What follows belongs to an exercise in optimizing a design on an open flow for small area, a short achievable clock period and few clock cycles per item; a production flow would make more cautious choices.
Only simulation tests tie the RTL to the original design; equivalence was not proved.
Power and IR drop assume default switching activity.

File: flow/config.mk
export PLATFORM = sky130hd
export DESIGN_NAME = elliptic_roi_crop_mask
export DESIGN_NICKNAME = elliptic_roi_crop_mask
export VERILOG_FILES = /design/flow/design.v
export SDC_FILE = /design/flow/constraint.sdc
export NUM_CORES = 4
export LEC_CHECK = 0
export CAP_MARGIN = 30
export CORE_MARGIN = 2
export CORE_UTILIZATION = 40
export SLEW_MARGIN = 30
File: flow/constraint.sdc
create_clock -name core_clock -period 11.0 [get_ports {clk}]
set_input_delay 2.2000 -clock core_clock [delete_from_list [all_inputs] [get_ports {clk}]]
set_output_delay 2.2000 -clock core_clock [all_outputs]
set_load 0.01 [all_outputs]
File: flow/design.v
package ecm_pkg;
  localparam int PIXEL_BITS      = 8;
  localparam int MAX_DIM_DEFAULT = 4096;
  localparam int DIM_BITS        = 13;
  localparam int POS_BITS        = 12;
  localparam int CFG_IDX_BITS    = 3;
  localparam int CFG_DATA_BITS   = 13;
  localparam logic [DIM_BITS-1:0] RST_FRAME_WIDTH  = 13'd640;
  localparam logic [DIM_BITS-1:0] RST_FRAME_HEIGHT = 13'd480;
  localparam logic [POS_BITS-1:0] RST_CENTRE_X     = 12'd320;
  localparam logic [POS_BITS-1:0] RST_CENTRE_Y     = 12'd240;
  localparam logic [POS_BITS-1:0] RST_RADIUS_X     = 12'd100;
  localparam logic [POS_BITS-1:0] RST_RADIUS_Y     = 12'd100;
  typedef enum logic [CFG_IDX_BITS-1:0] {
    CFG_FRAME_WIDTH  = 3'd0,
    CFG_FRAME_HEIGHT = 3'd1,
    CFG_CENTRE_X     = 3'd2,
    CFG_CENTRE_Y     = 3'd3,
    CFG_RADIUS_X     = 3'd4,
    CFG_RADIUS_Y     = 3'd5
  } cfg_index_t;
  typedef struct packed {
    logic [DIM_BITS-1:0] frame_width;
    logic [DIM_BITS-1:0] frame_height;
    logic [POS_BITS-1:0] centre_x;
    logic [POS_BITS-1:0] centre_y;
    logic [POS_BITS-1:0] radius_x;
    logic [POS_BITS-1:0] radius_y;
  } cfg_t;
  typedef enum logic [3:0] {
    S_IDLE,
    S_LAT_RX,
    S_LAT_RY,
    S_LAT_LIM,
    S_POS,
    S_DIFF,
    S_MUL_XX,
    S_MUL_XR,
    S_MUL_YY,
    S_MUL_YR,
    S_FIN
  } state_t;
  typedef enum logic [2:0] {
    MUL_NONE,
    MUL_RX,
    MUL_RY,
    MUL_LIM,
    MUL_AX,
    MUL_TX,
    MUL_AY,
    MUL_TY
  } mul_sel_t;
  typedef struct packed {
    logic     accept;
    logic     latch_win;
    logic     latch_size;
    logic     pos;
    logic     diff;
    logic     out_load;
    mul_sel_t mul_sel;
  } cmd_t;
  typedef struct packed {
    logic in_win;
    logic out_free;
  } status_t;
endpackage
module ecm_add #(
  parameter int N = 8,
  parameter int L = 3
) (
  input  logic [N-1:0] a,
  input  logic [N-1:0] b,
  input  logic         ci,
  output logic [N-1:0] y,
  output logic         co
);
  logic [N-1:0] p0, g0;
  logic [N-1:0] p [0:2*L];
  logic [N-1:0] g [0:2*L];
  logic [N-1:0] c;
  assign p0 = a ^ b;
  assign g0 = a & b;
  always_comb begin
    p[0] = p0;
    g[0] = g0;
    g[0][0] = g0[0] | (p0[0] & ci);
    for (int i = 1; i <= L; i++) begin
      p[i] = p[i-1];
      g[i] = g[i-1];
      for (int j = 2**i - 1; j < N; j += 2**i) begin
        g[i][j] = g[i-1][j] | (p[i-1][j] & g[i-1][j - 2**(i-1)]);
        p[i][j] = p[i-1][j] & p[i-1][j - 2**(i-1)];
      end
    end
    for (int i = L; i > 0; i--) begin
      p[2*L-i+1] = p[2*L-i];
      g[2*L-i+1] = g[2*L-i];
      for (int j = 2**i + 2**(i-1) - 1; j < N; j += 2**i) begin
        g[2*L-i+1][j] = g[2*L-i][j] | (p[2*L-i][j] & g[2*L-i][j - 2**(i-1)]);
        p[2*L-i+1][j] = p[2*L-i][j] & p[2*L-i][j - 2**(i-1)];
      end
    end
    c = {g[2*L][N-2:0], ci};
  end
  assign y  = p0 ^ c;
  assign co = g[2*L][N-1];
endmodule
import ecm_pkg::*;
module elliptic_roi_crop_mask #(
  parameter int MAX_DIM = MAX_DIM_DEFAULT
) (
  input  logic                     clk,
  input  logic                     rst,
  input  logic                     cfg_write,
  input  logic [CFG_IDX_BITS-1:0]  cfg_index,
  input  logic [CFG_DATA_BITS-1:0] cfg_data,
  input  logic                     in_valid,
  output logic                     in_ready,
  input  logic [PIXEL_BITS-1:0]    in_pixel,
  input  logic                     in_sof,
  output logic                     out_valid,
  input  logic                     out_ready,
  output logic [PIXEL_BITS-1:0]    out_masked_pixel,
  output logic                     out_inside_ellipse,
  output logic [POS_BITS-1:0]      out_crop_col,
  output logic [POS_BITS-1:0]      out_crop_row,
  output logic                     out_last_of_crop
);
  localparam logic [12:0] MAX_DIM_V = 13'(MAX_DIM);
  logic [12:0] W, H;
  logic [11:0] cx, cy, rx, ry;
  wire  [12:0] dim_eff = (cfg_data == 13'd0) ? 13'd1 : (cfg_data > MAX_DIM_V) ? MAX_DIM_V : cfg_data;
  wire  [11:0] rad_eff = (cfg_data[11:0] == 12'd0) ? 12'd1 : cfg_data[11:0];
  always_ff @(posedge clk) begin
    if (rst) begin
      W  <= RST_FRAME_WIDTH;
      H  <= RST_FRAME_HEIGHT;
      cx <= RST_CENTRE_X;
      cy <= RST_CENTRE_Y;
      rx <= RST_RADIUS_X;
      ry <= RST_RADIUS_Y;
    end else if (cfg_write) begin
      case (cfg_index)
        3'd0: W  <= dim_eff;
        3'd1: H  <= dim_eff;
        3'd2: cx <= cfg_data[11:0];
        3'd3: cy <= cfg_data[11:0];
        3'd4: rx <= rad_eff;
        3'd5: ry <= rad_eff;
        default: ;
      endcase
    end
  end
  logic       in_ready_q;
  logic       k_v, k_sof;
  logic [7:0] k_px;
  logic       s1_v, s1_sof;
  logic [7:0] s1_px;
  logic [1:0] s1_ph;
  assign in_ready = in_ready_q;
  wire accept = in_valid && in_ready_q;
  logic        wv;
  logic [11:0] xs, ys;
  logic [12:0] xe, ye;
  logic [12:0] ny;
  logic [11:0] col, row;
  logic        s2_v, s2_in, s2_last, s2_lastx;
  logic [7:0]  s2_px;
  logic [11:0] s2_ci, s2_cj;
  localparam int I_IDLE = 0, I_PRE = 1, I_START = 2, I_SQ = 3, I_T = 4, I_MUL = 5,
                 I_END = 6, I_ROW = 7, I_CONV1 = 8, I_CONV2 = 9, I_SRCH = 10;
  logic [10:0]        ts;
  logic signed [50:0] F;
  logic signed [37:0] G, Hh;
  logic [23:0]        RX2, RY2;
  logic signed [14:0] at, bt;
  logic [11:0]        trow;
  logic [4:0]         ti;
  logic               rep, sofinit;
  wire inc_c   = !rep && F[50] && !at[14];
  wire dec_c   = rep && !F[50] && (bt != at);
  wire t_ready = ts[I_SRCH] && !tp && !inc_c && !dec_c;
  wire kok     = t_ready && (s2_cj == trow);
  wire signed [14:0] a_sel = at;
  wire signed [14:0] b_sel = bt;
  wire signed [14:0] ci2   = $signed({2'b00, s2_ci, 1'b0});
  wire in_ell = (ci2 > a_sel) && (ci2 < b_sel);
  wire out_free = !out_valid || out_ready;
  wire s2_go    = s2_v && (!s2_in || (kok && out_free));
  wire s2_free  = !s2_v || s2_go;
  wire copy     = s2_v && s2_in && s2_lastx && kok && out_free;
  wire need     = s2_v && s2_in && !kok;
  wire l1     = s1_v && s1_sof && (s1_ph == 2'd0) && s2_free;
  wire p_ok   = s1_v && (!s1_sof || (s1_ph == 2'd2));
  wire p_go   = p_ok && s2_free;
  wire s1_free = !s1_v || p_go;
  logic        cz, rz, c_wrap, r_wrap;
  logic [12:0] c1, r1, dcs, drs, dce, dre;
  logic [11:0] col_n, row_n;
  logic        p_in, p_last, in_x, in_y, last_x, last_y;
  logic [11:0] p_ci, p_cj, cinc, rinc;
  always_comb begin
    cz     = s1_sof || ({1'b0, col} >= W);
    rz     = s1_sof || ({1'b0, row} >= H);
    c1     = {1'b0, col} + 13'd1;
    r1     = {1'b0, row} + 13'd1;
    dcs    = {1'b0, col} - {1'b0, xs};
    drs    = {1'b0, row} - {1'b0, ys};
    dce    = {1'b0, col} - xe;
    dre    = {1'b0, row} - ye;
    c_wrap = cz ? (W == 13'd1) : (c1 == W);
    cinc   = cz ? 12'd1 : c1[11:0];
    in_x   = cz ? (xs == 12'd0) : (!dcs[12] && dce[12]);
    p_ci   = cz ? (12'd0 - xs) : dcs[11:0];
    last_x = cz ? (xe == 13'd1) : (c1 == xe);
    r_wrap = rz ? (H == 13'd1) : (r1 == H);
    rinc   = rz ? 12'd1 : r1[11:0];
    in_y   = rz ? (ys == 12'd0) : (!drs[12] && dre[12]);
    p_cj   = rz ? (12'd0 - ys) : drs[11:0];
    last_y = rz ? (ye == 13'd1) : (r1 == ye);
    col_n  = c_wrap ? 12'd0 : cinc;
    row_n  = !c_wrap ? (rz ? 12'd0 : row) : (r_wrap ? 12'd0 : rinc);
    p_in   = wv && in_x && in_y;
    p_last = last_x && last_y;
  end
  always_ff @(posedge clk) begin
    if (rst) begin
      in_ready_q <= 1'b1;
      k_v        <= 1'b0;
      s1_v       <= 1'b0;
      s1_ph      <= 2'd0;
      s2_v       <= 1'b0;
      out_valid  <= 1'b0;
      col        <= 12'd0;
      row        <= 12'd0;
      wv         <= 1'b0;
    end else begin
      if (s1_free) begin
        if (k_v) begin
          s1_v   <= 1'b1;
          s1_px  <= k_px;
          s1_sof <= k_sof;
        end else begin
          s1_v   <= accept;
          s1_px  <= in_pixel;
          s1_sof <= in_sof;
        end
        s1_ph <= 2'd0;
        k_v   <= 1'b0;
        in_ready_q <= 1'b1;
      end else begin
        if (accept) begin
          k_v  <= 1'b1;
          k_px <= in_pixel;
          k_sof <= in_sof;
        end
        in_ready_q <= !(k_v || accept);
        if (l1) s1_ph <= 2'd2;
      end
      if (l1) wv <= 1'b1;
      if (p_go) begin
        col <= col_n;
        row <= row_n;
      end
      if (p_go) s2_v <= 1'b1;
      else if (s2_go) s2_v <= 1'b0;
      if (s2_go && s2_in) out_valid <= 1'b1;
      else if (out_ready) out_valid <= 1'b0;
    end
  end
  wire [12:0] dxs = {1'b0, cx} - {1'b0, rx};
  wire [12:0] dys = {1'b0, cy} - {1'b0, ry};
  wire [12:0] xe_raw = {1'b0, cx} + {1'b0, rx} + 13'd1;
  wire [12:0] ye_raw = {1'b0, cy} + {1'b0, ry} + 13'd1;
  always_ff @(posedge clk) begin
    if (l1) begin
      xs <= dxs[12] ? 12'd0 : dxs[11:0];
      ys <= dys[12] ? 12'd0 : dys[11:0];
      xe <= (xe_raw > W) ? W : xe_raw;
      ye <= (ye_raw > H) ? H : ye_raw;
    end
    if (s1_ph == 2'd2) ny <= ye - {1'b0, ys};
    if (p_go) begin
      s2_px   <= s1_px;
      s2_in   <= p_in;
      s2_ci   <= p_ci;
      s2_cj   <= p_cj;
      s2_last <= p_last;
      s2_lastx <= last_x;
    end
    if (s2_go && s2_in) begin
      out_masked_pixel   <= in_ell ? s2_px : 8'd0;
      out_inside_ellipse <= in_ell;
      out_crop_col       <= s2_ci;
      out_crop_row       <= s2_cj;
      out_last_of_crop   <= s2_last;
    end
  end
  function automatic [4:0] msb_idx(input [23:0] v);
    integer b;
    begin
      msb_idx = 5'd0;
      for (b = 0; b < 24; b = b + 1)
        if (v[b]) msb_idx = b[4:0];
    end
  endfunction
  wire cj_eq    = (s2_cj == trow);
  wire cj_lt    = s2_cj < trow;
  wire tracking = ts[I_ROW] || ts[I_CONV1] || ts[I_CONV2] || ts[I_SRCH];
  wire restart  = need && cj_lt && tracking;
  wire adv_row  = copy || (need && !cj_lt && !cj_eq && t_ready);
  wire [23:0] rx2_n = sofinit ? F[23:0] : RX2;
  wire [23:0] ry2_n = sofinit ? G[23:0] : RY2;
  wire [12:0] nx    = xe - {1'b0, xs};
  wire [12:0] rx13  = {1'b0, rx};
  wire [12:0] ry13  = {1'b0, ry};
  logic tp;
  logic cF, cG, cH, sF, sG, sH;
  logic [1:0] sH2;
  wire sq = ts[I_SQ], tt = ts[I_T], mul = ts[I_MUL], en_ = ts[I_END], rw = ts[I_ROW];
  wire cv1 = ts[I_CONV1], cv2 = ts[I_CONV2], sr = ts[I_SRCH], st = ts[I_START];
  wire step   = inc_c || dec_c;
  wire act    = st | sq | tt | mul | en_ | rw | cv1 | cv2 | (sr & (tp | step));
  wire op_end = act & tp;
  wire [4:0]  msb   = msb_idx(st ? {11'd0, rx13 | ry13 | ny} : (RX2 | {11'd0, ny}));
  wire        ld_ti = st || tt;
  wire [4:0]  tn    = ld_ti ? msb : ti - 5'd1;
  logic       b_f, b_g, b_h;
  always_ff @(posedge clk) begin
    if (op_end) begin
      if (st || sq) begin
        b_f <= (tn < 5'd13) && rx13[tn[3:0]];
        b_g <= (tn < 5'd13) && ry13[tn[3:0]];
      end else begin
        b_f <= RX2[tn];
      end
      b_h <= (tn < 5'd13) && ny[tn[3:0]];
    end
  end
  wire fs = cv2 | (sr & rep);
  wire gs = tt | cv1 | cv2 | (sr & rep);
  wire hs = mul;
  logic [25:0] faL, fbL, gaL, gbL, haL, hbL;
  logic [24:0] faH, fbH;
  logic [11:0] gaH, haH;
  always_comb begin
    faL = ({26{sq | mul}} & {F[24:0], 1'b0})
        | ({26{en_ | rw | cv2 | sr}} & F[25:0]);
    fbL = ({26{sq & b_f}} & 26'(rx))
        | ({26{(mul & b_f) | cv2 | sr}} & G[25:0])
        | ({26{en_}})
        | ({26{rw}} & {Hh[23:0], 2'b00});
    faH = ({25{sq | mul}} & {F[49:26], sF})
        | ({25{en_ | rw | cv2 | sr}} & F[50:26]);
    fbH = ({25{(mul & b_f) | cv2 | sr}} & {{13{G[37]}}, G[37:26]})
        | ({25{en_}})
        | ({25{rw}} & {{11{Hh[37]}}, Hh[37:26], sH2});
    gaL = ({26{sq}} & {G[24:0], 1'b0})
        | ({26{tt}} & Hh[25:0])
        | ({26{cv1 | cv2 | sr}} & G[25:0]);
    gbL = ({26{sq & b_g}} & 26'(ry))
        | ({26{tt}} & {ry2_n, 2'b00})
        | ({26{cv1 | cv2 | sr}} & {1'b0, RY2, 1'b0})
        | ({26{en_}} & {2'b00, RY2});
    gaH = ({12{sq}} & {G[36:26], sG})
        | ({12{tt}} & Hh[37:26])
        | ({12{cv1 | cv2 | sr}} & G[37:26]);
    haL = ({26{sq | mul}} & {Hh[24:0], 1'b0})
        | ({26{en_ | rw}} & Hh[25:0]);
    hbL = ({26{sq & b_h}} & 26'(ny))
        | ({26{(mul & b_h) | en_}} & {2'b00, RX2})
        | ({26{rw}} & {1'b0, RX2, 1'b0});
    haH = ({12{sq | mul}} & {Hh[36:26], sH})
        | ({12{en_ | rw}} & Hh[37:26]);
  end
  wire [25:0] fsL, gsL, hsL;
  wire [24:0] fsH;
  wire [11:0] gsH, hsH;
  wire        coF, coG, coH, unF, unG, unH;
  ecm_add #(.N(26), .L(5)) u_fl (.a(faL), .b(fbL ^ {26{fs}}), .ci(fs), .y(fsL), .co(coF));
  ecm_add #(.N(25), .L(5)) u_fh (.a(faH), .b(fbH ^ {25{fs}}), .ci(cF), .y(fsH), .co(unF));
  ecm_add #(.N(26), .L(5)) u_gl (.a(gaL), .b(gbL ^ {26{gs}}), .ci(gs), .y(gsL), .co(coG));
  ecm_add #(.N(12), .L(4)) u_gh (.a(gaH), .b({12{gs}}), .ci(cG), .y(gsH), .co(unG));
  ecm_add #(.N(26), .L(5)) u_hl (.a(haL), .b(hbL ^ {26{hs}}), .ci(hs), .y(hsL), .co(coH));
  ecm_add #(.N(12), .L(4)) u_hh (.a(haH), .b({12{hs}}), .ci(cH), .y(hsH), .co(unH));
  wire f_en = act & (st | sq | tt | mul | en_ | rw | cv2 | sr);
  wire g_en = act & (st | sq | tt | en_ | cv1 | cv2 | sr);
  wire h_en = act & (st | sq | tt | mul | en_ | rw);
  always_ff @(posedge clk) begin
    if (!tp) begin
      if (f_en) F[25:0]  <= fsL;
      if (g_en) G[25:0]  <= gsL;
      if (h_en) Hh[25:0] <= hsL;
      cF  <= coF;
      cG  <= coG;
      cH  <= coH;
      sF  <= F[25];
      sG  <= G[25];
      sH  <= Hh[25];
      sH2 <= Hh[25:24];
    end else begin
      if (f_en) F[50:26]  <= fsH;
      if (g_en) G[37:26]  <= gsH;
      if (h_en) Hh[37:26] <= hsH;
    end
  end
  localparam logic [10:0] O_IDLE = 11'd1 << I_IDLE, O_PRE = 11'd1 << I_PRE,
                          O_START = 11'd1 << I_START, O_SQ = 11'd1 << I_SQ, O_T = 11'd1 << I_T,
                          O_MUL = 11'd1 << I_MUL, O_END = 11'd1 << I_END, O_ROW = 11'd1 << I_ROW,
                          O_CONV1 = 11'd1 << I_CONV1, O_CONV2 = 11'd1 << I_CONV2,
                          O_SRCH = 11'd1 << I_SRCH;
  always_ff @(posedge clk) begin
    if (rst) begin
      ts <= O_IDLE;
      tp <= 1'b0;
    end else if (l1) begin
      ts      <= O_PRE;
      tp      <= 1'b0;
      sofinit <= 1'b1;
    end else if (restart) begin
      ts      <= O_START;
      tp      <= 1'b0;
      sofinit <= 1'b0;
      trow    <= 12'd0;
    end else begin
      if (act) tp <= !tp;
      if (ts[I_PRE]) ts <= O_START;
      if (tt && !tp) begin
        RX2 <= rx2_n;
        RY2 <= ry2_n;
      end
      if (sr && !tp && step) begin
        at <= inc_c ? at - 15'sd1 : at + 15'sd1;
        bt <= inc_c ? bt + 15'sd1 : bt - 15'sd1;
      end
      if (sr && !tp && !step && adv_row) ts <= O_ROW;
      if (op_end) begin
        if (st) begin
          trow <= 12'd0;
          ti   <= msb;
          ts   <= O_SQ;
        end
        if (sq) begin
          ti <= ti - 5'd1;
          if (ti == 5'd0) ts <= O_T;
        end
        if (tt) begin
          ti  <= msb;
          ts  <= O_MUL;
        end
        if (mul) begin
          ti <= ti - 5'd1;
          if (ti == 5'd0) ts <= O_END;
        end
        if (en_) begin
          at   <= $signed({2'b00, nx});
          bt   <= $signed({2'b00, nx});
          rep  <= 1'b0;
          ts   <= O_SRCH;
        end
        if (rw) begin
          trow <= trow + 12'd1;
          if (!Hh[37] && !rep) begin
            if (bt != at) ts <= O_CONV1;
            else begin
              rep <= 1'b1;
              ts  <= O_SRCH;
            end
          end else begin
            ts <= O_SRCH;
          end
        end
        if (cv1) ts <= O_CONV2;
        if (cv2) begin
          rep <= 1'b1;
          ts  <= O_SRCH;
        end
      end
    end
  end
endmodule
File: flow/flow/run.sh
#!/bin/bash
set -uo pipefail
export SETUP_SLACK_MARGIN=6.7
bash standard.sh synth > synth.log 2>&1 || exit 1
bash standard.sh > layout.log 2>&1 || exit 1
File: flow/standard.sh
#!/bin/bash
# synth_recipe.tcl (not shown) runs the flow's synth.tcl, then flattens the netlist and writes it again
# the make line also repeats each setting of config.mk as NAME=value (left out here)
make -C /OpenROAD-flow-scripts/flow DESIGN_CONFIG=/design/flow/config.mk WORK_HOME=/design/flow/orfs CLKGATE_MAP_FILE= SYNTH_SCRIPT=/design/flow/synth_recipe.tcl "${@:-finish}"
==> impl_metrics.csv, run 1 <==
group,metric,value,unit
clocking,clock_path_buffers,3,
floorplan,core-area,0.0930,mm²
yosys,synth_edf_count,384,
critical_path,reg2reg_slack,6390,ps
yosys,yosysSeqAreaShare,37.0,%
layout,drive_above_1_share,13.1,%
clocking,cts-hold-fix-buffers,0,
layout,final_cells,5275,
detailed_routing,avgViaCountPerCell,5.83,
critical_path,r2r-start,"ts[5]",
yosys,synth_top_area_share,30.8,%
critical_path,crit_family,"compound AO/OA/AOI/OAI gates",
clocking,cts_buffers,61,
clocking,clock_latency,680,ps
critical_path,ff2ff_path_depth,20,
critical_path,endpoint,"F[49]",
timing,finalCritPeriodShare,41.9,%
floorplan,dieArea,0.0962,mm²
worst_hold_path,hold_depth,0,
critical_path,worstPathRequired,11410,ps
clocking,cts_max_level,2,
yosys,synth_cells,3835,
layout,syn2layout_area_growth,16.9,%
yosys,yosysWarnings,10,
layout,final_cell_mix,"edfxtp_1, ha_1, nor2_1",
detailed_routing,ant_nets,0,
floorplan,num_io_pins,66,
power_and_ir_drop,ir_drop,0.128,mV
critical_path,path_max_fanout,8,
yosys,synth_flop_cell,"edfxtp_1",
detailed_routing,wl_per_cell,22.0,µm
yosys,synth_cell_types,89,
power_and_ir_drop,p_per_area,106,mW/mm²
global_route,grt_overflow,0,
yosys,netlist_area,0.0375,mm²
critical_path,cpPeakStageDelay,370,ps
critical_path,cp.depth,20,
floorplan,initial_utilization,40.3,%
timing,skew,34.4,ps
clocking,cts_tree,"done",
clocking,cts-root-buf,"clkbuf_16",
detailed_routing,via_count,30764,
global_route,grt_pass1_wl,178000,µm
timing,fmax,217,MHz
floorplan,dieWidth,310,µm
critical_path,path_class,"register to register",
timing,setup_violations,0,
worst_hold_path,hp-class,"register to register",
power_and_ir_drop,p_leak,0.0183,µW
yosys,synth-seq-cells,500,
place,dp.cells,5034,
timing,rsz0062_at_grt,"true",
detailed_routing,drtIter0Drc,2986,
critical_path,crit_arrival,5020,ps
critical_path,cp_slowest_cell,"fa_2",
clocking,clock_sinks,500,
timing,hold_viol,0,
critical_path,r2r-end,"F[49]",
yosys,syn-num-nets,4287,
place,dp_hpwl,80300,µm
detailed_routing,drc,0,
yosys,avgSynthCellArea,9.77,µm²
floorplan,die_h,310,µm
critical_path,cp-end-kind,"register",
timing,final.setup.worst_slack,6390,ps
place,pre_cts_slack,5070,ps
critical_path,startpoint,"ts[5]",
status,status,"no timing/DRC/antenna violations",
layout,final_common_cell,"edfxtp_1",
critical_path,cpMostUsedCell,"fa_2",
detailed_routing,routed_wirelength,116000,µm
timing,relSlewSlack,34.0,%
layout,nets,4420,
layout,antenna_cells_inserted,0,
timing,min_period,4610,ps
timing,maxSlewViolCount,0,
detailed_routing,first_pass_iters,8,
critical_path,cp_cell_sequence,"buf_12 -> buf_16 -> a211o_4 -> buf_12 -> a221oi_4 -> xnor2_2 -> fa_2 -> inv_2 -> fa_2 -> a21o_1 -> a311o_1 -> a31o_4 -> nor4_4 -> nor3_2 -> nor2_1 -> a21oi_2 -> a41oi_2 -> nand2b_1 -> fa_2 -> xor2_1",
critical_path,path_buf_inv,4,
global_route,grt_usage,23.9,%
yosys,async_flop_share,0,%
yosys,synth_top_area_cell,"edfxtp_1",
global_route,grt_max_degree,70,
place,io_buffers,65,
global_route,antenna_found_initial,1,
flow_run,cap_violations,0,
yosys,synthTopCellsByArea,"edfxtp_1, ha_1, dfxtp_1",
critical_path,worstSetupStartpointType,"register",
floorplan,num_rows,112,
clocking,path_clk_slew,60,ps
global_route,grt_pass1_vias,30048,
place,place.gp.congestion,0.931,
timing,tightest_slew,984,ps
timing,final.setup.tns,0,ps
[registers in the layout, indices dropped and copies added, names as in the netlist, 13 cells and up]
signal  cells
at         15
Hh         38
H          13
F          51
RY2        24
ye         13
RX2        24
ny         13
W          13
xe         13
bt         15
G          38
[power by group]
part	internal (µW)	switching, µW	total (µW)
logic	169	245	414
clock network	1190	892	2080
registers	2080	57.1	2130
total	3430	1190	4630
[cell usage after synthesis, types with 20 or more instances]
library cell / number
buf_1: 20
a222oi_1: 72
nand3_1: 75
or2_2: 24
mux2_2: 60
a22oi_1: 24
or3_1: 33
o21bai_1: 31
xor2_1: 146
nand4_1: 31
a21oi_1: 279
nor4_1: 25
inv_1: 286
nand2b_1: 31
ha_1: 346
edfxtp_1: 384
clkbuf_1: 133
xnor2_1: 163
nor2b_1: 48
a221oi_1: 35
a31oi_1: 30
and3_1: 31
a22o_1: 94
fa_1: 76
dfxtp_1: 116
a211oi_1: 30
nor3_1: 89
o21a_1: 31
nor2_1: 284
nand2_1: 265
o21ai_0: 131
a21o_1: 85
mux2i_1: 31
[layout make-up]
cell class                 count  area [µm²]
inverter                     289        1120
sequential                   500       13900
timing repair inverter         4        25.0
multi-input combinational   2889       22800
timing repair buffer         223        2360
fill                        8824       49200
clock inverter                43         399
clock buffer                  73        1640
tap                         1254        1570
[worst reg2reg max path, cell delays in order (launching register included)]
cell and delay [ps]:
dfxtp_2 340, buf_12 130, buf_16 130, a211o_4 350
buf_12 150, a221oi_4 260, xnor2_2 180, fa_2 240
inv_2 40, fa_2 330, a21o_1 200, a311o_1 290
a31o_4 250, nor4_4 290, nor3_2 70, nor2_1 120
a21oi_2 100, a41oi_2 260, nand2b_1 120, fa_2 370
xor2_1 150
[layer usage]
metal	up-vias	GRT usage, %	wire length, µm	share of wire, %
li1	14527	-	-	-
met1	14948	33.1	51900	45
met2	1077	36.6	50300	43
met3	210	4.71	8960	7.7
met4	2	9.20	4630	4.0
met5	-	0	13	0.011
[worst min-delay path by stage]
| stage | start | end | slack [ps] |
|---|---|---|---|
| 2_1_floorplan | s2_last | out_last_of_crop | 400 |
| 3_3_place_gp | s1_px[3] | s2_px[3] | 400 |
| 3_5_place_dp | s1_px[2] | s2_px[2] | 410 |
| 4_1_cts | s1_px[2] | s2_px[2] | 420 |
| 5_1_grt | s1_px[3] | s2_px[3] | 420 |
| 6_report | s1_px[0] | s2_px[0] | 420 |
[through the flow]
step | total power, µW | util, % | cell area (µm²) | hold WS (ps)
2_1_floorplan | 2420 | - | 37700 | 400
3_3_place_gp | 2550 | 42.5 | 39500 | 401
3_5_place_dp | 2560 | 42.6 | 39600 | 406
4_1_cts | 4640 | 46.3 | 43100 | 420
5_1_grt | 4780 | 47.1 | 43800 | 423
6_report | 4630 | 47.1 | 43800 | 418
[cells by family (layout without fill, tap and decap cells)]
kind of cell	Yosys count	count (layout)	synth area share, %
mux	97	97	3.02
simple gates	1039	1043	13.6
buf+inv	450	632	4.53
compound gates	1017	1017	19.0
xor+xnor	310	310	7.28
flops	500	500	37.0
fa+ha+maj	422	422	15.6
[repair_timing]
| item | in CTS | in global routing |
|---|---|---|
| resized for setup | 131 | 88 |
| endpoints found under the hold margin | 0 | 0 |
| pin swaps | 54 | 82 |
| setup endpoints to repair | 179 | 166 |
| cloned | 16 | 1 |
| setup buffers | 59 | 49 |
Testbench counts, summed over its fixed seeds: cycles 22,949, items 21,528.
==> inputs of run 2 (changes only) <==
--- a/flow/design.v
+++ b/flow/design.v
@@ -165,6 +165,9 @@
   logic [12:0] ny;
   logic [11:0] col, row;
   logic        s2_v, s2_in, s2_last, s2_lastx;
+  logic               cur_v;
+  logic [11:0]        ccur;
+  logic signed [14:0] acur, bcur;
   logic [7:0]  s2_px;
   logic [11:0] s2_ci, s2_cj;
   localparam int I_IDLE = 0, I_PRE = 1, I_START = 2, I_SQ = 3, I_T = 4, I_MUL = 5,
@@ -180,15 +183,17 @@
   wire inc_c   = !rep && F[50] && !at[14];
   wire dec_c   = rep && !F[50] && (bt != at);
   wire t_ready = ts[I_SRCH] && !tp && !inc_c && !dec_c;
-  wire kok     = t_ready && (s2_cj == trow);
-  wire signed [14:0] a_sel = at;
-  wire signed [14:0] b_sel = bt;
+  wire hit_cur = cur_v && (s2_cj == ccur);
+  wire hit_t   = t_ready && (s2_cj == trow);
+  wire kok     = hit_cur || hit_t;
+  wire signed [14:0] a_sel = hit_cur ? acur : at;
+  wire signed [14:0] b_sel = hit_cur ? bcur : bt;
   wire signed [14:0] ci2   = $signed({2'b00, s2_ci, 1'b0});
   wire in_ell = (ci2 > a_sel) && (ci2 < b_sel);
   wire out_free = !out_valid || out_ready;
   wire s2_go    = s2_v && (!s2_in || (kok && out_free));
   wire s2_free  = !s2_v || s2_go;
-  wire copy     = s2_v && s2_in && s2_lastx && kok && out_free;
+  wire copy     = s2_v && s2_in && !hit_cur && hit_t;
   wire need     = s2_v && s2_in && !kok;
   wire l1     = s1_v && s1_sof && (s1_ph == 2'd0) && s2_free;
   wire p_ok   = s1_v && (!s1_sof || (s1_ph == 2'd2));
@@ -234,6 +239,7 @@
       col        <= 12'd0;
       row        <= 12'd0;
       wv         <= 1'b0;
+      cur_v      <= 1'b0;
     end else begin
       if (s1_free) begin
         if (k_v) begin
@@ -257,7 +263,12 @@
         in_ready_q <= !(k_v || accept);
         if (l1) s1_ph <= 2'd2;
       end
-      if (l1) wv <= 1'b1;
+      if (l1) begin
+        wv    <= 1'b1;
+        cur_v <= 1'b0;
+      end else if (copy) begin
+        cur_v <= 1'b1;
+      end
       if (p_go) begin
         col <= col_n;
         row <= row_n;
@@ -286,6 +297,11 @@
       s2_ci   <= p_ci;
       s2_cj   <= p_cj;
       s2_last <= p_last;
+    end
+    if (copy) begin
+      ccur <= trow;
+      acur <= at;
+      bcur <= bt;
       s2_lastx <= last_x;
     end
     if (s2_go && s2_in) begin
==> impl_metrics.csv, run 2 <==
group,metric,value,unit
critical_path,cpPeakStageDelay,440,ps
yosys,netlist_area,0.0387,mm²
yosys,synth_flop_cell,"edfxtp_1",
yosys,synth-seq-cells,542,
floorplan,die_h,315,µm
yosys,synth_cells,3815,
place,io_buffers,65,
yosys,synth_top_area_share,33.0,%
power_and_ir_drop,ir_drop,0.104,mV
place,dp.cells,5035,
critical_path,r2r-end,"F[49]",
critical_path,cp-end-kind,"register",
critical_path,crit_family,"compound AO/OA/AOI/OAI gates",
yosys,async_flop_share,0,%
yosys,synth_cell_types,99,
detailed_routing,first_pass_iters,6,
critical_path,worstPathRequired,11380,ps
yosys,synth_top_area_cell,"edfxtp_1",
power_and_ir_drop,p_leak,0.0190,µW
clocking,cts_tree,"done",
power_and_ir_drop,p_per_area,111,mW/mm²
critical_path,reg2reg_slack,6480,ps
layout,final_cells,5325,
detailed_routing,avgViaCountPerCell,5.78,
worst_hold_path,hold_depth,0,
timing,final.setup.worst_slack,6480,ps
place,place.gp.congestion,0.899,
layout,top_register,"F",
timing,holdWs,416,ps
timing,finalCritPeriodShare,41.1,%
critical_path,worstSetupStartpointType,"register",
yosys,synth_commonest_cells,"edfxtp_1, ha_1, a21oi_1",
status,status,"no timing/DRC/antenna violations",
yosys,yosysWarnings,10,
clocking,cts-hold-fix-buffers,0,
worst_hold_path,hold_path_end,"s2_px[2]",
yosys,synth_edf_count,425,
worst_hold_path,min_from,"s1_px[2]",
yosys,syn-num-nets,4267,
global_route,antenna_found_initial,4,
timing,fmax,221,MHz
critical_path,cp_slowest_cell,"edfxtp_1",
global_route,grt_overflow,0,
layout,final_cell_mix,"edfxtp_1, ha_1, a21oi_1",
layout,fin_util,47.6,%
timing,tightest_slew,1000,ps
yosys,yosysSeqAreaShare,39.0,%
critical_path,cp_cell_sequence,"a211o_4 -> buf_12 -> a221oi_4 -> xnor2_2 -> fa_2 -> inv_2 -> fa_2 -> a21o_1 -> a21o_1 -> a2111oi_4 -> o31ai_4 -> a21oi_2 -> o311ai_1 -> a31o_2 -> a21o_1 -> nand2_2 -> nand2b_1 -> fa_2 -> xor2_1",
floorplan,num_rows,114,
timing,setup_violations,0,
clocking,path_clk_slew,60,ps
critical_path,path_class,"register to register",
detailed_routing,drtIter0Drc,3150,
floorplan,dieArea,0.0993,mm²
global_route,grt_pass1_wl,176000,µm
clocking,clock_sinks,542,
floorplan,initial_utilization,40.2,%
clocking,cts_buffers,67,
floorplan,dieWidth,315,µm
detailed_routing,ant_nets,0,
detailed_routing,drc,0,
detailed_routing,via_count,30753,
global_route,grt_pass1_vias,29521,
timing,relSlewSlack,33.4,%
global_route,grt_usage,22.8,%
layout,reg.largest.list,"F x51, G x38, Hh x38",
layout,largest_register_ffs,51,
worst_hold_path,hp-class,"register to register",
critical_path,r2r-start,"b_f",
timing,final.setup.tns,0,ps
yosys,avgSynthCellArea,10.1,µm²
clocking,clock_path_buffers,3,
floorplan,num_io_pins,66,
detailed_routing,wl_per_cell,21.7,µm
place,dp_hpwl,78300,µm
clocking,cts_max_level,3,
clocking,cts-root-buf,"clkbuf_16",
timing,rsz0062_at_grt,"true",
timing,skew,34.8,ps
clocking,clock_latency,640,ps
yosys,synthTopCellsByArea,"edfxtp_1, ha_1, dfxtp_1",
detailed_routing,routed_wirelength,116000,µm
timing,min_period,4520,ps
layout,final_common_cell,"edfxtp_1",
critical_path,path_max_fanout,6,
layout,nets,4446,
layout,drive_above_1_share,13.9,%
flow_run,cap_violations,0,
timing,hold_viol,0,
critical_path,ff2ff_path_depth,19,
global_route,grt_max_degree,86,
floorplan,core-area,0.0963,mm²
critical_path,crit_arrival,4900,ps
place,pre_cts_slack,5260,ps
timing,maxSlewViolCount,0,
critical_path,path_buf_inv,2,
layout,syn2layout_area_growth,18.3,%
yosys,yosysMostFrequentCell,"edfxtp_1",
## run 2: cell types whose count changed after synthesis, sizes merged, moves of 14 or more
cell	change
xnor2	+14
a21o	+18
a21oi	+14
inv	-21
mux2i	+31
edfxtp	+41
nand2b	+15
nor2	-64
## run 2: how the worst max path moves through the flow
stage	startpoint	endpoint	cells after the start
6_report	b_f	F[49]	19
5_1_grt	b_f	F[49]	19
4_1_cts	b_f	F[25]	19
3_5_place_dp	rep	G[25]	19
3_3_place_gp	rep	G[25]	19
2_1_floorplan	out_ready	RY2[0]	8
## run 2: layout make-up
cell class | instances | area, µm²
tap | 1276 | 1600
fill | 8811 | 50500
inverter | 267 | 1020
timing repair buffer | 267 | 2930
clock buffer | 82 | 1790
clock inverter | 40 | 519
multi-input combinational | 2847 | 22800
timing repair inverter | 2 | 12.5
sequential | 542 | 15100
antenna | 2 | 5.00
## run 2: cell families after synthesis
kind of cell	Yosys count	share of synthesized area [%]
xor gates and xnor gates	333	7.62
buffers and inverters	428	4.31
DFF	542	39.0
AOI/OAI and AO/OA	1021	18.4
adders and majority gates	422	15.1
and+or+nand+nor	948	12.1
muxes	121	3.45
## run 2: routing by layer
metal	up-vias	wire (µm)	track usage [%]
li1	14576	-	-
met1	14942	52000	32.1
met2	1024	52600	35.9
met3	211	7260	2.83
met4	0	3610	7.89
met5	-	0	0
## run 2: timing repair
action,CTS,global route
setup endpoints to repair,277,190
gates cloned,15,3
endpoints found under the hold margin,0,0
pin swaps,60,86
gates resized for setup,115,104
setup buffers,99,48
## run 2: worst register-to-register path, stage by stage (launching register included)
cell and delay, ps:
edfxtp_1 440, a211o_4 390, buf_12 150, a221oi_4 270, xnor2_2 160, fa_2 230
inv_2 40, fa_2 350, a21o_1 190, a21o_1 190, a2111oi_4 390, o31ai_4 110
a21oi_2 200, o311ai_1 100, a31o_2 240, a21o_1 160, nand2_2 70, nand2b_1 80
fa_2 360, xor2_1 140
## run 2: where the power goes
group,leakage [µW],internal [µW],switching (µW)
clock,0.00112,1390,952
combinational,0.0132,172,248
sequential,0.00475,2250,55.2
total,0.0190,3810,1260
## run 2: stage by stage
stage          total power (µW)  cell area [µm²]
6_report                   5060            45800
4_1_cts                    5090            45000
2_1_floorplan              2600            39000
5_1_grt                    5230            45800
3_5_place_dp               2740            40900
3_3_place_gp               2730            40900
Testbench counts of run 2, summed over its fixed seeds: cycles 22,373, items 21,528.
==> inputs of run 3 (changes only) <==
--- a/flow/design.v
+++ b/flow/design.v
@@ -165,35 +165,35 @@
   logic [12:0] ny;
   logic [11:0] col, row;
   logic        s2_v, s2_in, s2_last, s2_lastx;
-  logic               cur_v;
-  logic [11:0]        ccur;
-  logic signed [14:0] acur, bcur;
   logic [7:0]  s2_px;
   logic [11:0] s2_ci, s2_cj;
+  logic [12:0] s2_u;
   localparam int I_IDLE = 0, I_PRE = 1, I_START = 2, I_SQ = 3, I_T = 4, I_MUL = 5,
                  I_END = 6, I_ROW = 7, I_CONV1 = 8, I_CONV2 = 9, I_SRCH = 10;
   logic [10:0]        ts;
   logic signed [50:0] F;
   logic signed [37:0] G, Hh;
   logic [23:0]        RX2, RY2;
-  logic signed [14:0] at, bt;
+  logic signed [14:0] at;
   logic [11:0]        trow;
   logic [4:0]         ti;
   logic               rep, sofinit;
+  wire [12:0] nx    = xe - {1'b0, xs};
+  wire        kpos  = (at != $signed({2'b00, nx}));
+  wire signed [14:0] at_up = at + 15'sd1;
+  wire signed [14:0] at_dn = at - 15'sd1;
   wire inc_c   = !rep && F[50] && !at[14];
-  wire dec_c   = rep && !F[50] && (bt != at);
+  wire dec_c   = rep && !F[50] && kpos;
   wire t_ready = ts[I_SRCH] && !tp && !inc_c && !dec_c;
-  wire hit_cur = cur_v && (s2_cj == ccur);
-  wire hit_t   = t_ready && (s2_cj == trow);
-  wire kok     = hit_cur || hit_t;
-  wire signed [14:0] a_sel = hit_cur ? acur : at;
-  wire signed [14:0] b_sel = hit_cur ? bcur : bt;
+  wire kok     = t_ready && (s2_cj == trow);
+  wire signed [14:0] a_sel = at;
   wire signed [14:0] ci2   = $signed({2'b00, s2_ci, 1'b0});
-  wire in_ell = (ci2 > a_sel) && (ci2 < b_sel);
+  wire signed [14:0] u2    = $signed({1'b0, s2_u, 1'b0});
+  wire in_ell = (ci2 > a_sel) && (u2 > a_sel);
   wire out_free = !out_valid || out_ready;
   wire s2_go    = s2_v && (!s2_in || (kok && out_free));
   wire s2_free  = !s2_v || s2_go;
-  wire copy     = s2_v && s2_in && !hit_cur && hit_t;
+  wire copy     = s2_v && s2_in && s2_lastx && kok && out_free;
   wire need     = s2_v && s2_in && !kok;
   wire l1     = s1_v && s1_sof && (s1_ph == 2'd0) && s2_free;
   wire p_ok   = s1_v && (!s1_sof || (s1_ph == 2'd2));
@@ -204,6 +204,7 @@
   logic [11:0] col_n, row_n;
   logic        p_in, p_last, in_x, in_y, last_x, last_y;
   logic [11:0] p_ci, p_cj, cinc, rinc;
+  logic [12:0] p_u;
   always_comb begin
     cz     = s1_sof || ({1'b0, col} >= W);
     rz     = s1_sof || ({1'b0, row} >= H);
@@ -217,6 +218,7 @@
     cinc   = cz ? 12'd1 : c1[11:0];
     in_x   = cz ? (xs == 12'd0) : (!dcs[12] && dce[12]);
     p_ci   = cz ? (12'd0 - xs) : dcs[11:0];
+    p_u    = cz ? xe : (13'd0 - dce);
     last_x = cz ? (xe == 13'd1) : (c1 == xe);
     r_wrap = rz ? (H == 13'd1) : (r1 == H);
     rinc   = rz ? 12'd1 : r1[11:0];
@@ -239,7 +241,6 @@
       col        <= 12'd0;
       row        <= 12'd0;
       wv         <= 1'b0;
-      cur_v      <= 1'b0;
     end else begin
       if (s1_free) begin
         if (k_v) begin
@@ -263,12 +264,7 @@
         in_ready_q <= !(k_v || accept);
         if (l1) s1_ph <= 2'd2;
       end
-      if (l1) begin
-        wv    <= 1'b1;
-        cur_v <= 1'b0;
-      end else if (copy) begin
-        cur_v <= 1'b1;
-      end
+      if (l1) wv <= 1'b1;
       if (p_go) begin
         col <= col_n;
         row <= row_n;
@@ -295,13 +291,9 @@
       s2_px   <= s1_px;
       s2_in   <= p_in;
       s2_ci   <= p_ci;
+      s2_u    <= p_u;
       s2_cj   <= p_cj;
       s2_last <= p_last;
-    end
-    if (copy) begin
-      ccur <= trow;
-      acur <= at;
-      bcur <= bt;
       s2_lastx <= last_x;
     end
     if (s2_go && s2_in) begin
@@ -327,7 +319,6 @@
   wire adv_row  = copy || (need && !cj_lt && !cj_eq && t_ready);
   wire [23:0] rx2_n = sofinit ? F[23:0] : RX2;
   wire [23:0] ry2_n = sofinit ? G[23:0] : RY2;
-  wire [12:0] nx    = xe - {1'b0, xs};
   wire [12:0] rx13  = {1'b0, rx};
   wire [12:0] ry13  = {1'b0, ry};
   logic tp;
@@ -445,10 +436,7 @@
         RX2 <= rx2_n;
         RY2 <= ry2_n;
       end
-      if (sr && !tp && step) begin
-        at <= inc_c ? at - 15'sd1 : at + 15'sd1;
-        bt <= inc_c ? bt + 15'sd1 : bt - 15'sd1;
-      end
+      if (sr && tp) at <= rep ? at_up : at_dn;
       if (sr && !tp && !step && adv_row) ts <= O_ROW;
       if (op_end) begin
         if (st) begin
@@ -470,14 +458,13 @@
         end
         if (en_) begin
           at   <= $signed({2'b00, nx});
-          bt   <= $signed({2'b00, nx});
           rep  <= 1'b0;
           ts   <= O_SRCH;
         end
         if (rw) begin
           trow <= trow + 12'd1;
           if (!Hh[37] && !rep) begin
-            if (bt != at) ts <= O_CONV1;
+            if (kpos) ts <= O_CONV1;
             else begin
               rep <= 1'b1;
               ts  <= O_SRCH;
==> flow/flow/run.sh (replaced) <==
#!/bin/bash
set -uo pipefail
export SETUP_SLACK_MARGIN=6.7
export BUFFER_PORTS_ARGS="-buffer_cell sky130_fd_sc_hd__buf_2"
bash standard.sh synth > synth.log 2>&1 || exit 1
bash standard.sh > layout.log 2>&1 || exit 1
==> impl_metrics.csv, run 3 <==
group,metric,value,unit
status,status,"no timing/DRC/antenna violations",
critical_path,cp_slowest_cell,"or3_4",
power_and_ir_drop,p_sw_share,26.1,%
detailed_routing,wl_per_cell,21.8,µm
floorplan,initial_utilization,40.4,%
timing,finalCritPeriodShare,42.8,%
timing,maxSlewViolCount,0,
power_and_ir_drop,p_comb_share,10.8,%
timing,fmax,212,MHz
layout,largest_register_ffs,51,
timing,setup_violations,0,
clocking,clock_path_buffers,3,
layout,drive_above_1_share,16.7,%
floorplan,die_h,309,µm
yosys,synth_edf_count,382,
detailed_routing,via_count,30108,
critical_path,path_buf_inv,3,
yosys,synth_cells,3750,
place,dp_hpwl,78800,µm
floorplan,core-area,0.0919,mm²
floorplan,dieArea,0.0954,mm²
clocking,cts-hold-fix-buffers,0,
timing,min_period,4710,ps
yosys,synth_top_area_share,30.9,%
detailed_routing,drtIter0Drc,2934,
yosys,syn-num-nets,4192,
yosys,yosysWarnings,10,
floorplan,dieWidth,309,µm
clocking,cts_max_level,2,
power_and_ir_drop,intPower,3460,µW
timing,rsz0062_at_grt,"true",
place,dpl_cell_area,0.0389,mm²
global_route,grt_overflow,0,
power_and_ir_drop,p_leak,0.0185,µW
yosys,async_flop_share,0,%
yosys,yosysMostFrequentCell,"edfxtp_1",
global_route,antenna_found_initial,3,
global_route,grt_util_met3,3.55,%
yosys,synth-seq-cells,498,
layout,nets,4361,
floorplan,num_rows,111,
critical_path,cp-end-kind,"register",
yosys,synthTopCellsByArea,"edfxtp_1, ha_1, dfxtp_1",
place,place.gp.congestion,0.908,
layout,multi_input_area,0.0225,mm²
yosys,synth_flop_cell,"edfxtp_1",
yosys,avgSynthCellArea,9.91,µm²
yosys,synth_commonest_cells,"edfxtp_1, ha_1, inv_1",
critical_path,cpMostUsedCell,"a21o_1",
power_and_ir_drop,p_per_area,108,mW/mm²
detailed_routing,routed_wirelength,114000,µm
timing,holdWs,413,ps
clocking,clock_sinks,498,
layout,reg.largest.list,"F x51, G x38, Hh x38",
detailed_routing,avgViaCountPerCell,5.77,
critical_path,cpPeakStageDelay,400,ps
critical_path,crit_family,"compound AO/OA/AOI/OAI gates",
global_route,met1_usage,33.8,%
layout,final_common_cell,"edfxtp_1",
power_and_ir_drop,clockPowerShare,43.8,%
clocking,cts_tree,"done",
critical_path,worstPathRequired,11380,ps
critical_path,crit_arrival,5090,ps
timing,skew,30.7,ps
global_route,grt_pass1_vias,28590,
timing,hold_viol,0,
critical_path,cp_cell_sequence,"or2_4 -> buf_12 -> or3_4 -> buf_12 -> buf_6 -> a22o_1 -> ha_1 -> a21o_1 -> a21o_1 -> a21o_1 -> nor3_4 -> o21ai_2 -> a31o_4 -> a311o_1 -> a41oi_2 -> a21oi_2 -> a41oi_2 -> nand2b_1 -> fa_2 -> xor2_1",
power_and_ir_drop,power_switching,1220,µW
yosys,yosysSeqAreaShare,37.1,%
critical_path,path_max_fanout,4,
yosys,netlist_area,0.0372,mm²
clocking,path_clk_slew,60,ps
clocking,clock_latency,650,ps
layout,syn2layout_area_growth,16.8,%
flow_run,cap_violations,0,
clocking,cts_buffers,60,
global_route,busiest_layer,"met2",
detailed_routing,ant_nets,0,
detailed_routing,drc,0,
detailed_routing,first_pass_iters,8,
layout,fill_cells,8626,
critical_path,path_class,"register to register",
global_route,grt_use_met2,36.1,%
global_route,grt_pass1_wl,173000,µm
place,io_buffers,65,
floorplan,num_io_pins,66,
layout,final-seq-area,0.0138,mm²
layout,final_cell_mix,"edfxtp_1, ha_1, inv_1",
power_and_ir_drop,ir_drop,0.118,mV
layout,top_register,"F",
yosys,synth_cell_types,97,
timing,relSlewSlack,30.2,%
yosys,synth_top_area_cell,"edfxtp_1",
critical_path,worstSetupStartpointType,"register",
timing,final.setup.tns,0,ps
power_and_ir_drop,seq_power_share,45.4,%
clocking,cts-root-buf,"clkbuf_16",
timing,tightest_slew,1040,ps
layout,finalInstanceArea,0.0434,mm²
global_route,grt_max_degree,83,
worst_hold_path,hp-class,"register to register",
global_route,grt_usage,23.3,%
[run 3: kinds of logic (layout without fill, tap and decap cells)]
logic type | count (synthesis) | count (layout) | synth area share [%]
AND/OR/NAND/NOR | 935 | 945 | 12.5
buffers and inverters | 447 | 658 | 4.63
other | 0 | 2 | 0
flip-flops | 498 | 498 | 37.1
AO/OA/AOI/OAI | 1032 | 1032 | 19.6
XOR/XNOR | 317 | 317 | 7.64
adder cells (fa/ha/maj) | 412 | 412 | 15.4
multiplexers | 109 | 109 | 3.18
[run 3: path summary, 6_finish.rpt]
check,depth (start not counted),from,to,slack [ps]
max,20,ts[7],F[25],6290
min,0,s1_px[5],s2_px[5],410
max reg2reg,20,ts[7],F[25],6290
min reg2reg,0,s1_px[5],s2_px[5],410
[run 3: repair_timing]
action	in CTS	in global routing
endpoints found under the setup margin	388	313
gates cloned	17	2
pin swaps	88	65
setup buffers	115	38
gates resized for setup	138	87
[run 3: cell type report]
type                            instances  area share (%)
Antenna cell                            2          0.0115
Clock buffer                           78            3.74
Clock inverter                         36           0.899
Inverter                              282            2.49
Multi-Input combinational cell       2815            51.8
Sequential cell                       498            31.9
Tap cell                             1243            3.58
Timing Repair Buffer                  262            5.53
[run 3: per-stage QoR]
step	util [%]	power [µW]	std cells	setup WS (ps)
floorplan	-	2470	3750	6370
global placement	42.3	2620	4928	5280
detailed placement	42.3	2620	4928	5240
CTS	46.5	4690	5174	6360
global route	47.2	4830	5215	6130
finish	47.2	4680	5216	6290
[run 3: metal layers]
metal  wire, µm  share of wire [%]
met1      52400                 46
met5          0                  0
met2      49300                 43
met3       8650                7.6
met4       3390                3.0
[run 3: power by group through the flow]
stage	Sequential, µW	Clock [µW]	Combinational, µW
finish	2120	2050	507
global route	2130	2150	555
CTS	2120	2080	482
detailed placement	2160	0	457
global placement	2160	0	454
floorplan	2130	0	330
Testbench counts of run 3, summed over its fixed seeds: cycles 22,949, items 21,528.
==> inputs of run 4 (changes only) <==
==> flow/flow/run.sh (replaced) <==
#!/bin/bash
set -uo pipefail
ADDER_MAP_FILE= bash standard.sh synth > synth.log 2>&1 || exit 1
export SETUP_SLACK_MARGIN=6.7
export BUFFER_PORTS_ARGS="-buffer_cell sky130_fd_sc_hd__buf_2"
bash standard.sh > layout.log 2>&1 || exit 1
==> impl_metrics.csv, run 4 <==
group,metric,value,unit
floorplan,initial_utilization,40.5,%
layout,drive_above_1_share,22.6,%
floorplan,dieWidth,306,µm
global_route,grt_pass1_wl,176000,µm
yosys,yosysWarnings,10,
yosys,synth-seq-cells,498,
timing,hold_viol,0,
timing,relSlewSlack,45.0,%
place,dp_hpwl,76100,µm
critical_path,cp_slowest_cell,"edfxtp_1",
place,place.gp.congestion,0.910,
timing,skew,43.2,ps
timing,tightest_slew,821,ps
flow_run,cap_violations,0,
yosys,synth_flop_cell,"edfxtp_1",
layout,largest_register_ffs,51,
floorplan,num_io_pins,66,
global_route,grt_overflow,0,
layout,nets,4252,
layout,final_cells,5447,
clocking,clock_path_buffers,3,
detailed_routing,first_pass_iters,6,
power_and_ir_drop,p_leak,0.0156,µW
layout,final_common_cell,"xnor2_1",
detailed_routing,ant_nets,0,
clocking,cts-hold-fix-buffers,0,
yosys,async_flop_share,0,%
timing,setup_violations,0,
power_and_ir_drop,ir_drop,0.114,mV
critical_path,cpPeakStageDelay,450,ps
floorplan,core-area,0.0903,mm²
critical_path,r2r-end,"cF",
critical_path,reg2reg_slack,6480,ps
timing,min_period,4520,ps
worst_hold_path,hold_depth,0,
global_route,antenna_found_initial,1,
critical_path,r2r-start,"b_f",
critical_path,worstSetupStartpointType,"register",
layout,reg.largest.list,"F x51, G x38, Hh x38",
yosys,avgSynthCellArea,9.02,µm²
global_route,grt_usage,23.6,%
timing,finalCritPeriodShare,41.1,%
place,io_buffers,65,
critical_path,endpoint,"cF",
yosys,synth_commonest_cells,"xnor2_1, edfxtp_1, nor2_1",
clocking,path_clk_slew,60,ps
clocking,clock_sinks,498,
timing,rsz0062_at_grt,"true",
clocking,cts_buffers,58,
yosys,synth_top_area_cell,"edfxtp_1",
critical_path,worstPathRequired,11390,ps
detailed_routing,drc,0,
yosys,synth_cells,4050,
detailed_routing,routed_wirelength,119000,µm
critical_path,startpoint,"b_f",
worst_hold_path,hp-class,"register to register",
layout,antenna_cells_inserted,0,
yosys,syn-num-nets,4080,
critical_path,path_max_fanout,5,
detailed_routing,avgViaCountPerCell,5.93,
yosys,synth_edf_count,382,
critical_path,ff2ff_path_depth,16,
timing,fmax,221,MHz
clocking,clock_latency,670,ps
critical_path,crit_arrival,4910,ps
critical_path,path_class,"register to register",
yosys,yosysMostFrequentCell,"xnor2_1",
yosys,synth_cell_types,107,
clocking,cts_tree,"done",
yosys,synthTopCellsByArea,"edfxtp_1, xnor2_1, dfxtp_1",
global_route,grt_pass1_vias,29665,
detailed_routing,wl_per_cell,21.8,µm
yosys,synth_top_area_share,31.4,%
critical_path,cp_cell_sequence,"a211o_4 -> buf_4 -> a221oi_4 -> xnor3_1 -> and2_4 -> a22o_1 -> o211a_1 -> o211ai_2 -> o311ai_4 -> a31oi_4 -> o21ai_2 -> maj3_2 -> o31ai_2 -> nor2_1 -> maj3_2 -> maj3_2",
critical_path,cp-end-kind,"register",
floorplan,dieArea,0.0938,mm²
critical_path,cpMostUsedCell,"maj3_2",
detailed_routing,via_count,32289,
layout,syn2layout_area_growth,22.0,%
power_and_ir_drop,p_per_area,105,mW/mm²
timing,maxSlewViolCount,0,
layout,top_register,"F",
timing,final.setup.tns,0,ps
yosys,yosysSeqAreaShare,37.8,%
yosys,netlist_area,0.0365,mm²
detailed_routing,drtIter0Drc,3522,
layout,final_cell_mix,"xnor2_1, edfxtp_1, nand2_1",
floorplan,num_rows,110,
clocking,cts_max_level,2,
clocking,cts-root-buf,"clkbuf_16",
status,status,"no timing/DRC/antenna violations",
global_route,grt_max_degree,77,
place,dp.cells,5050,
floorplan,die_h,306,µm
-- run 4: changes by cell type after synthesis, sizes merged, moves of 78 or more --
| cell | before | now |
|---|---|---|
| ha | 336 | 0 |
| xnor2 | 162 | 450 |
| nor2 | 192 | 365 |
| maj3 | 0 | 132 |
| inv | 280 | 158 |
| nand2 | 269 | 350 |
| a21o | 105 | 27 |
-- run 4: logic make-up (layout without fill, tap and decap cells) --
kind of cell	after synthesis	after routing	synth area share, %
AND/OR/NAND/NOR	1201	1206	15.6
AO/OA/AOI/OAI	1058	1064	20.1
XOR/XNOR	593	593	14.4
flip-flops	498	498	37.8
buffers and inverters	455	664	5.01
adder cells (fa/ha/maj)	132	133	3.68
multiplexers	113	113	3.34
-- run 4: final cells by class --
class | count | area (µm²)
Sequential cell | 498 | 13900
Timing Repair Buffer | 385 | 3630
Tap cell | 1176 | 1470
Clock inverter | 38 | 495
Timing Repair inverter | 1 | 7.51
Fill cell | 8298 | 45700
Inverter | 169 | 664
Clock buffer | 71 | 1550
Multi-Input combinational cell | 3109 | 22800
-- run 4: report_power, final --
part	total, µW	internal, µW	leakage (µW)	switching, µW
combinational	449	199	0.0102	249
clock	2100	1240	0.000996	857
sequential	2130	2060	0.00441	65.2
-- run 4: worst max-delay path, delay by kind of cell, from the launching register on --
family / cells / cell delay (ps)
flops: 1 / 450
xor+xnor: 1 / 410
buf+inv: 1 / 160
compound gates: 9 / 2020
fa+ha+maj: 3 / 990
simple gates: 2 / 250
-- run 4: how the worst min path moves through the flow --
stage | startpoint | endpoint | slack [ps]
4_1_cts | s1_px[7] | s2_px[7] | 420
6_report | s1_px[7] | s2_px[7] | 420
3_3_place_gp | s1_px[4] | s2_px[4] | 400
5_1_grt | s1_px[2] | s2_px[2] | 440
3_5_place_dp | s1_px[7] | s2_px[7] | 410
2_1_floorplan | s2_last | out_last_of_crop | 400
-- run 4: per-stage QoR --
stage          setup WS, ps  hold slack, ps  power [µW]  utilization [%]  area [µm²]
3_5_place_dp           5130             412        2510             41.7       37600
5_1_grt                6380             438        4820             49.4       44600
6_report               6480             419        4680             49.4       44600
4_1_cts                6510             423        4630             46.5       41900
3_3_place_gp           5250             404        2510             41.6       37600
2_1_floorplan          6670             400        2400                -       36600
-- run 4: per-layer routing --
metal	vias to the layer above	track usage (%)	part of all wire, %
li1	15154	-	-
met1	15602	33.5	44
met2	1313	36.7	44
met3	220	4.04	8.8
met4	0	7.09	3.3
met5	-	0	0
-- run 4: timing repair --
item | in CTS | in global routing
setup endpoints to repair | 441 | 374
buffers inserted | 132 | 124
cloned | 18 | 14
pin swaps | 90 | 167
gates resized for setup | 238 | 312
==> inputs of run 5 (changes only) <==
==> flow/flow/run.sh (replaced) <==
#!/bin/bash
set -uo pipefail
ADDER_MAP_FILE= bash standard.sh synth > synth.log 2>&1 || exit 1
export SETUP_SLACK_MARGIN=6.2
export BUFFER_PORTS_ARGS="-buffer_cell sky130_fd_sc_hd__buf_2"
bash standard.sh > layout.log 2>&1 || exit 1
==> impl_metrics.csv, run 5 <==
group,metric,value,unit
status,status,"no timing/DRC/antenna violations",
critical_path,cp.depth,16,
critical_path,crit_family,"compound AO/OA/AOI/OAI gates",
timing,relSlewSlack,39.5,%
layout,final_common_cell,"xnor2_1",
clocking,cts_max_level,2,
critical_path,cpPeakStageDelay,510,ps
global_route,grt_pass1_vias,28701,
clocking,cts-hold-fix-buffers,0,
timing,maxSlewViolCount,0,
critical_path,startpoint,"b_f",
yosys,async_flop_share,0,%
place,place.gp.congestion,0.895,
yosys,synth-seq-cells,498,
floorplan,dieWidth,306,µm
place,pre_cts_slack,4950,ps
global_route,grt_overflow,0,
floorplan,die_h,306,µm
floorplan,num_rows,110,
layout,multi_input_area,0.0215,mm²
critical_path,ff2ff_path_depth,16,
timing,fmax,210,MHz
timing,tightest_slew,899,ps
yosys,synthTopCellsByArea,"edfxtp_1, xnor2_1, dfxtp_1",
yosys,synth_cells,4050,
detailed_routing,first_pass_iters,7,
timing,holdWs,417,ps
critical_path,r2r-start,"b_f",
power_and_ir_drop,p_per_area,114,mW/mm²
global_route,antenna_found_initial,2,
floorplan,num_io_pins,66,
layout,top_register,"F",
worst_hold_path,min_from,"s1_px[7]",
critical_path,path_class,"register to register",
critical_path,path_buf_inv,1,
layout,fill_cells,8608,
floorplan,core-area,0.0903,mm²
clocking,clock_path_buffers,3,
yosys,synth_commonest_cells,"xnor2_1, edfxtp_1, nor2_1",
yosys,synth_top_area_share,31.4,%
timing,skew,38.0,ps
timing,final.setup.worst_slack,6240,ps
critical_path,worstPathRequired,11380,ps
place,io_buffers,65,
critical_path,path_max_fanout,26,
critical_path,cp_slowest_cell,"edfxtp_1",
timing,hold_viol,0,
detailed_routing,avgViaCountPerCell,5.90,
clocking,cts_tree,"done",
detailed_routing,routed_wirelength,111000,µm
layout,syn2layout_area_growth,12.6,%
global_route,grt_pass1_wl,168000,µm
critical_path,endpoint,"cF",
global_route,grt_max_degree,76,
yosys,synth_flop_cell,"edfxtp_1",
global_route,met1_usage,32.3,%
timing,finalCritPeriodShare,43.2,%
layout,reg.largest.list,"F x51, G x38, Hh x38",
layout,nets,4058,
layout,largest_register_ffs,51,
yosys,yosysMostFrequentCell,"xnor2_1",
layout,finalInstanceArea,0.0411,mm²
detailed_routing,ant_nets,0,
timing,final.setup.tns,0,ps
power_and_ir_drop,p_leak,0.0141,µW
flow_run,cap_violations,0,
detailed_routing,drtIter0Drc,2969,
layout,final-seq-area,0.0138,mm²
floorplan,initial_utilization,40.5,%
critical_path,reg2reg_slack,6240,ps
critical_path,r2r-end,"cF",
critical_path,cpMostUsedCell,"maj3_2",
timing,setup_violations,0,
clocking,clock_sinks,498,
clocking,clock_latency,660,ps
yosys,yosysSeqAreaShare,37.8,%
worst_hold_path,hp-class,"register to register",
global_route,grt_use_met2,34.6,%
detailed_routing,drc,0,
yosys,syn-num-nets,4080,
yosys,synth_top_area_cell,"edfxtp_1",
layout,drive_above_1_share,13.5,%
critical_path,crit_arrival,5140,ps
floorplan,dieArea,0.0938,mm²
timing,min_period,4760,ps
critical_path,worstSetupStartpointType,"register",
global_route,grt_usage,22.6,%
global_route,grt_util_met3,3.76,%
critical_path,cp-end-kind,"register",
detailed_routing,wl_per_cell,21.0,µm
detailed_routing,via_count,31012,
timing,rsz0062_at_grt,"true",
clocking,cts_buffers,58,
power_and_ir_drop,ir_drop,0.132,mV
yosys,netlist_area,0.0365,mm²
critical_path,cp_cell_sequence,"a211o_4 -> buf_12 -> a221o_1 -> mux2i_2 -> maj3_2 -> a22o_1 -> o211a_1 -> o211ai_2 -> o311ai_4 -> a31oi_4 -> o21ai_4 -> maj3_2 -> o31ai_4 -> nor2_2 -> maj3_2 -> maj3_2",
clocking,cts-root-buf,"clkbuf_16",
place,dp_hpwl,77100,µm
layout,final_cell_mix,"xnor2_1, edfxtp_1, nor2_1",
clocking,path_clk_slew,60,ps
yosys,synth_edf_count,382,
global_route,busiest_layer,"met2",
place,dpl_cell_area,0.0376,mm²
yosys,avgSynthCellArea,9.02,µm²
yosys,synth_cell_types,107,
yosys,yosysWarnings,10,
run 5: cell counts after synthesis:
Identical to the previous run, type by type.
run 5: kinds of logic after synthesis:
family / after synthesis / share of synthesized area (%)
AO/OA/AOI/OAI: 1058 / 20.1
XOR/XNOR: 593 / 14.4
adder cells (fa/ha/maj): 132 / 3.68
buffers and inverters: 455 / 5.01
flip-flops: 498 / 37.8
multiplexers: 113 / 3.34
AND/OR/NAND/NOR: 1201 / 15.6
run 5: through the flow:
stage,std cells,power [µW],utilization [%]
final,5254,4710,45.6
after global routing,5254,4840,45.6
after CTS,5189,4720,44.6
after detailed placement,5055,2510,41.6
after global placement,5055,2500,41.6
after floorplan,4050,2400,-
run 5: where the power goes:
part	internal (µW)	switching, µW
Sequential	2070	66.2
Clock	1360	854
Combinational	144	215
run 5: layout make-up:
class | instances | area share (%)
sequential | 498 | 33.6
timing repair buffer | 196 | 3.77
tap | 1176 | 3.58
clock inverter | 39 | 1.47
multi-input combinational | 3105 | 52.2
inverter | 169 | 1.58
clock buffer | 70 | 3.79
antenna | 1 | 0.00608
run 5: how the worst min path moves through the flow:
stage | endpoint | slack (ps) | cells after the start
6_report | s2_px[7] | 420 | 0
5_1_grt | s2_px[7] | 430 | 0
4_1_cts | s2_px[6] | 420 | 0
3_5_place_dp | s2_px[7] | 400 | 0
3_3_place_gp | s2_px[7] | 400 | 0
2_1_floorplan | out_last_of_crop | 400 | 0
run 5: what timing repair did:
item,in CTS,in global routing
resized for setup,76,72
pin swaps,19,39
setup endpoints to repair,375,316
setup buffers,19,58
gates cloned,6,6
run 5: layer usage:
metal	routed length, µm	share of wire, %
met2	48700	44
met5	86	0.078
met1	50300	45
met3	8210	7.4
met4	3300	3.0

==> what the ideal ports hide <==
How much do the figures lean on ideal ports? The routed layouts below were timed once more, with nothing changed but the port constraints. Step 1 (the two cells are an assumption about what drives the block):
set clk [get_ports {clk}]
set_driving_cell -lib_cell sky130_fd_sc_hd__clkbuf_16 $clk
set_driving_cell -lib_cell sky130_fd_sc_hd__buf_2 [delete_from_list [all_inputs] $clk]
Step 2, shift: input delay + t, output delay - t, t = (earliest + latest rising clock arrival at the registers) / 2. This alone moves slack from input paths to output paths. a / b / c = no drivers / after step 1 / after step 2; a / b = the first two.
run	t, ns	setup slack, ns	worst register clock-pin slew, ns
run 1	0.736	6.389 / 6.389 / 6.098	0.07 / 0.07
run 2	0.686	6.484 / 6.484 / 6.219	0.07 / 0.07
run 3	0.704	6.290 / 6.290 / 6.290	0.07 / 0.07
run 4	0.720	6.482 / 6.482 / 6.482	0.07 / 0.07
run 5	0.713	6.243 / 6.243 / 6.243	0.07 / 0.07
After both steps every run listed still meets setup and hold. For run 1, which loses most, drivers alone change the setup slack by 0.000 ns; drivers and shift together by -0.291 ns.
